From an optimization exercise on the open Yosys and OpenROAD flow, aimed at small area; shortcuts taken in it are not production practice.
In this exercise RTL edits were held to simulation tests only and were not proved equivalent to the original.

garnet:
Design fu_complete_arbiter, start of the top module:
module fu_complete_arbiter
#(
  parameter int NUM_FU = rv32i_types::NUM_FU_DEFAULT,
  localparam int SRC_W = $clog2(NUM_FU)
) (
  input  logic              clk,
  input  logic              rst,
  input  logic              flush,
  input  logic [NUM_FU-1:0] fu_complete_valid,
  input  logic [NUM_FU*rv32i_types::CDB_W-1:0] fu_complete_data,
  output logic [NUM_FU-1:0] fu_slot_free,
  output logic              cdb_valid,
  output logic [rv32i_types::CDB_W-1:0] cdb_data,
  output logic [SRC_W-1:0]  cdb_src,
  output logic              overflow_err
);
Settings: LEC_CHECK=0, CAP_MARGIN=20, CORE_MARGIN=2, CORE_UTILIZATION=46, SLEW_MARGIN=20; clock period 5.0 ns.
standard.sh (not shown) runs the stock make flow with config.mk's settings and CLKGATE_MAP_FILE= SYNTH_SCRIPT=/design/flow/synth_recipe.tcl, a recipe that flattens the netlist after the stock synthesis.
==> flow/flow/run.sh <==
#!/bin/bash
# Own layout flow: the standard synthesis unchanged, then a netlist pass that maps the
# CDB register's 8-way AND-OR select onto a222oi cells (flow/remap.py), then the standard
# ORFS steps with minimum-size port buffers and a clock tree of larger sink clusters.
set -euo pipefail
bash standard.sh synth > synth.log 2>&1
R=orfs/results/sky130hd/fu_complete_arbiter/base
python3 flow/remap.py $R/1_2_yosys.v $R/1_2_yosys_remap.v > remap.log 2>&1
mv $R/1_2_yosys_remap.v $R/1_2_yosys.v
rm -f $R/1_synth.odb $R/1_synth.sdc
bash standard.sh \
  "BUFFER_PORTS_ARGS=-buffer_cell sky130_fd_sc_hd__buf_1" \
  "PLACE_PINS_ARGS=-min_distance 1 -min_distance_in_tracks" \
  "CTS_ARGS=-sink_clustering_enable -repair_clock_nets -dont_use_dummy_load -buf_list {sky130_fd_sc_hd__clkbuf_8 sky130_fd_sc_hd__clkbuf_16} -sink_clustering_size 30 -sink_clustering_max_diameter 100" \
  finish > layout.log 2>&1
Other scripts of this flow, unchanged in this note and not shown: flow/flow/remap.py
garnet did not make it past global routing, where a tool error ended it.
The following lists how xenon was set up differently from garnet:
Settings: CORE_UTILIZATION: 46 -> 40.
-- flow/flow/run.sh --
<<< garnet, line 11
bash standard.sh \
  "BUFFER_PORTS_ARGS=-buffer_cell sky130_fd_sc_hd__buf_1" \
  "PLACE_PINS_ARGS=-min_distance 1 -min_distance_in_tracks" \
  "CTS_ARGS=-sink_clustering_enable -repair_clock_nets -dont_use_dummy_load -buf_list {sky130_fd_sc_hd__clkbuf_8 sky130_fd_sc_hd__clkbuf_16} -sink_clustering_size 30 -sink_clustering_max_diameter 100" \
  finish > layout.log 2>&1
>>> xenon, line 11
bash standard.sh \
  "BUFFER_PORTS_ARGS=-buffer_cell sky130_fd_sc_hd__buf_1" \
  "CTS_ARGS=-sink_clustering_enable -repair_clock_nets -dont_use_dummy_load -buf_list {sky130_fd_sc_hd__clkbuf_8 sky130_fd_sc_hd__clkbuf_16} -sink_clustering_size 30 -sink_clustering_max_diameter 100" \
  finish > layout.log 2>&1
- Placer congestion estimate up about 0.7% in xenon wrt garnet
- Diff garnet -> xenon | number of placed instances with taps included | up by a few percent
- Re synthesized cell count: no difference whatsoever between garnet and xenon.
- Out of garnet and xenon, the only run to close with the timing, DRC and antenna checks passing was xenon.
- Horizontal die dimension | xenon above garnet
- Comparing garnet with xenon, the number of levels in the clock H-tree came out essentially unchanged.

* * *

== before ==
The RTL this note starts from:
==> flow/design.v <==
package rv32i_types;
  localparam int NUM_FU_DEFAULT = 4;
  typedef struct packed {
    logic        valid;
    logic [4:0]  rd;
    logic [31:0] data;
    logic [31:0] pc;
    logic [31:0] pc_wdata;
    logic [31:0] inst;
    logic [63:0] order;
    logic [4:0]  rs1_addr;
    logic [4:0]  rs2_addr;
    logic [31:0] rs1_rdata;
    logic [31:0] rs2_rdata;
    logic [31:0] mem_addr;
    logic [3:0]  mem_rmask;
    logic [3:0]  mem_wmask;
    logic [31:0] mem_rdata;
    logic [31:0] mem_wdata;
  } cdb_t;
  localparam int CDB_W = 376;   
endpackage
module cdb_fifo (
  input  logic             clk,
  input  logic             rst,
  input  logic             flush,
  input  logic             push,
  input  logic [rv32i_types::CDB_W-1:0] push_data,
  input  logic             pop,
  input  logic             wen0,
  input  logic             wen1,
  output logic [rv32i_types::CDB_W-1:0] slot0,
  output logic [rv32i_types::CDB_W-1:0] slot1,
  output logic             empty,
  output logic             full,
  output logic             do_pop,
  output logic             rd_ptr_next,
  output logic             empty_next,
  output logic             full_next
);
  logic [rv32i_types::CDB_W-1:0] mem0, mem1;
  logic rd_ptr;
  logic do_push;
  assign do_pop  = pop & ~empty;
  assign do_push = push & (~full | do_pop);
  assign slot0   = mem0;
  assign slot1   = mem1;
  always_ff @(posedge clk) begin
    if (wen0) mem0 <= push_data;
  end
  always_ff @(posedge clk) begin
    if (wen1) mem1 <= push_data;
  end
  always_comb begin
    rd_ptr_next = rd_ptr;
    empty_next  = empty;
    full_next   = full;
    if (rst || flush) begin
      rd_ptr_next = 1'b0;
      empty_next  = 1'b1;
      full_next   = 1'b0;
    end else begin
      if (do_pop) rd_ptr_next = ~rd_ptr;
      case ({do_push, do_pop})
        2'b10: begin empty_next = 1'b0; full_next = ~empty; end
        2'b01: begin full_next = 1'b0; empty_next = ~full; end
        default: ;
      endcase
    end
  end
  always_ff @(posedge clk) begin
    rd_ptr <= rd_ptr_next;
    empty  <= empty_next;
    full   <= full_next;
  end
endmodule
module fu_complete_arbiter
#(
  parameter int NUM_FU = rv32i_types::NUM_FU_DEFAULT,
  localparam int SRC_W = $clog2(NUM_FU)
) (
  input  logic              clk,
  input  logic              rst,
  input  logic              flush,
  input  logic [NUM_FU-1:0] fu_complete_valid,
  input  logic [NUM_FU*rv32i_types::CDB_W-1:0] fu_complete_data,
  output logic [NUM_FU-1:0] fu_slot_free,
  output logic              cdb_valid,
  output logic [rv32i_types::CDB_W-1:0] cdb_data,
  output logic [SRC_W-1:0]  cdb_src,
  output logic              overflow_err
);
  localparam int W = rv32i_types::CDB_W;
  logic [NUM_FU-1:0][W-1:0] slot0;
  logic [NUM_FU-1:0][W-1:0] slot1;
  logic [NUM_FU-1:0] rd_ptr_next;
  logic [NUM_FU-1:0] empty;
  logic [NUM_FU-1:0] empty_next;
  logic [NUM_FU-1:0] full;
  logic [NUM_FU-1:0] full_next;
  logic [NUM_FU-1:0] push;
  logic [NUM_FU-1:0] gnt;
  logic [NUM_FU-1:0] pop;
  logic [NUM_FU-1:0] ovf;
  logic [SRC_W-1:0]  rr_ptr;
  logic [SRC_W-1:0]  rr_ptr_next;
  logic [SRC_W-1:0]  grant_idx;
  logic              grant_valid;
  logic [SRC_W-1:0]  grant_idx_next;
  logic              grant_valid_next;
  logic [NUM_FU-1:0] sel0, sel1;
  logic [NUM_FU-1:0] sel0_next, sel1_next;
  logic [NUM_FU-1:0] wen0, wen1;
  logic [W-1:0]      sel_data;
  for (genvar i = 0; i < NUM_FU; i++) begin : g_fu
    assign push[i] = fu_complete_valid[i] & ~flush;
    assign gnt[i]  = grant_valid & (grant_idx == SRC_W'(i)) & ~flush;
    assign ovf[i]  = push[i] & full[i] & ~pop[i];
    assign fu_slot_free[i] = empty[i] & ~fu_complete_valid[i];
    logic [W-1:0] s0, s1;
    assign slot0[i] = s0;
    assign slot1[i] = s1;
    cdb_fifo u_fifo (
      .clk         (clk),
      .rst         (rst),
      .flush       (flush),
      .push        (push[i]),
      .push_data   (fu_complete_data[i*W +: W]),
      .pop         (gnt[i]),
      .wen0        (wen0[i]),
      .wen1        (wen1[i]),
      .slot0       (s0),
      .slot1       (s1),
      .empty       (empty[i]),
      .full        (full[i]),
      .do_pop      (pop[i]),
      .rd_ptr_next (rd_ptr_next[i]),
      .empty_next  (empty_next[i]),
      .full_next   (full_next[i])
    );
  end
  function automatic logic [SRC_W:0] rr_pick(input logic [SRC_W-1:0] ptr,
                                             input logic [NUM_FU-1:0] emp);
    int idx;
    rr_pick = '0;
    for (int k = NUM_FU - 1; k >= 0; k--) begin
      idx = int'(ptr) + k;
      if (idx >= NUM_FU) idx = idx - NUM_FU;
      if (!emp[idx]) rr_pick = {1'b1, SRC_W'(idx)};
    end
  endfunction
  assign {grant_valid, grant_idx} = rr_pick(rr_ptr, empty);
  assign rr_ptr_next = (rst || flush) ? '0 :
                       grant_valid    ? grant_idx + 1'b1 : rr_ptr;
  assign {grant_valid_next, grant_idx_next} = rr_pick(rr_ptr_next, empty_next);
  always_ff @(posedge clk) begin
    rr_ptr <= rr_ptr_next;
  end
  for (genvar i = 0; i < NUM_FU; i++) begin : g_sel
    assign sel0_next[i] = grant_valid_next & (grant_idx_next == SRC_W'(i)) & ~rd_ptr_next[i];
    assign sel1_next[i] = grant_valid_next & (grant_idx_next == SRC_W'(i)) &  rd_ptr_next[i];
  end
  always_ff @(posedge clk) begin
    sel0 <= sel0_next;
    sel1 <= sel1_next;
    for (int i = 0; i < NUM_FU; i++) begin
      wen0[i] <= empty_next[i] | (~full_next[i] &  rd_ptr_next[i]) | sel0_next[i];
      wen1[i] <= empty_next[i] | (~full_next[i] & ~rd_ptr_next[i]) | sel1_next[i];
    end
  end
  always_comb begin
    sel_data = '0;
    for (int i = 0; i < NUM_FU; i++) begin
      sel_data = sel_data | (slot0[i] & {W{sel0[i]}}) | (slot1[i] & {W{sel1[i]}});
    end
  end
  always_ff @(posedge clk) begin
    cdb_data <= sel_data;
    cdb_src  <= grant_idx;
  end
  always_ff @(posedge clk) begin
    if (rst || flush) begin
      cdb_valid <= 1'b0;
    end else begin
      cdb_valid <= grant_valid;
    end
  end
  always_ff @(posedge clk) begin
    if (rst) begin
      overflow_err <= 1'b0;
    end else if (|ovf) begin
      overflow_err <= 1'b1;
    end
  end
endmodule
Settings: LEC_CHECK=0, CAP_MARGIN=10, CORE_MARGIN=2, CORE_UTILIZATION=40, SLEW_MARGIN=10; clock period 5.0 ns.
==> flow/flow/run.sh <==
#!/bin/bash
# Own layout flow: the standard synthesis unchanged, then a netlist pass that maps the
# CDB register's 8-way AND-OR select onto a222oi cells (flow/remap.py), then the standard
# ORFS steps with minimum-size port buffers and a clock tree of larger sink clusters.
set -euo pipefail
bash standard.sh synth > synth.log 2>&1
R=orfs/results/sky130hd/fu_complete_arbiter/base
python3 flow/remap.py $R/1_2_yosys.v $R/1_2_yosys_remap.v > remap.log 2>&1
mv $R/1_2_yosys_remap.v $R/1_2_yosys.v
rm -f $R/1_synth.odb $R/1_synth.sdc
bash standard.sh \
  "BUFFER_PORTS_ARGS=-buffer_cell sky130_fd_sc_hd__buf_1" \
  "CTS_ARGS=-sink_clustering_enable -repair_clock_nets -dont_use_dummy_load -buf_list {sky130_fd_sc_hd__clkbuf_8 sky130_fd_sc_hd__clkbuf_16} -sink_clustering_size 30 -sink_clustering_max_diameter 100" \
  finish > layout.log 2>&1
Other scripts of this flow, unchanged in this note and not shown: flow/flow/remap.py
Relative to before, the following input files were edited for after:
Settings: swapping 10 for 20 in SLEW_MARGIN; swapping 10 for 20 in CAP_MARGIN.
diff --git a/flow/flow/run.sh b/flow/flow/run.sh
--- a/flow/flow/run.sh
+++ b/flow/flow/run.sh
@@ -11,4 +11,4 @@
 bash standard.sh \
   "BUFFER_PORTS_ARGS=-buffer_cell sky130_fd_sc_hd__buf_1" \
-  "CTS_ARGS=-sink_clustering_enable -repair_clock_nets -dont_use_dummy_load -buf_list {sky130_fd_sc_hd__clkbuf_8 sky130_fd_sc_hd__clkbuf_16} -sink_clustering_size 30 -sink_clustering_max_diameter 100" \
+  "CTS_ARGS=-sink_clustering_enable -repair_clock_nets -dont_use_dummy_load -buf_list {sky130_fd_sc_hd__clkbuf_8 sky130_fd_sc_hd__clkbuf_16} -sink_clustering_size 30 -sink_clustering_max_diameter 80" \
   finish > layout.log 2>&1
### Flow results
The global-route usage was comparable across before and after. Compared before against after; first-pass GRT wire length within noise. [diff] top achievable clock speed, after relative to before: improvement. Against before, after reports a total number of cells along the worst setup path that is lower. Compared after against before; final instance area within noise. Re die footprint: no difference whatsoever between after and before. When after is set beside before, its final critical-path share of the clock period turns out to be 0.89 points smaller. Every stage of the flow completed for after, and the final layout passed the timing, DRC and antenna checks. before reached the final stage; the timing, DRC and antenna checks on its layout passed. Per the comparison of after with before, final-layout non-clock buffer area share shows no meaningful change, minimum setup slack in the final design grew by 45 ps. Area growth from synthesis to layout ends up lower on before.

==> port drivers added, routing unchanged <==
How much do the figures lean on ideal ports? The routed layouts below were timed once more, with nothing changed but the port constraints. Step 1 assumes that a clkbuf_16 drives the clock port and a buf_2 every other input. Step 2 moves the port delays by t, midway between the first and last clock arrival at a register: inputs arrive t later, outputs are due t later. That takes back most of the time a late clock gives input paths. a / b / c = no drivers / after step 1 / after step 2; a / b = the first two.
run | t, ns | setup slack, ns | worst setup path at the end
xenon | 0.923 | 0.240 / 0.240 / 0.240 | register to register
before | 0.923 | 0.240 / 0.240 / 0.240 | register to register
after | 0.928 | 0.285 / 0.285 / 0.285 | register to register
After both steps every run listed still meets setup and hold.
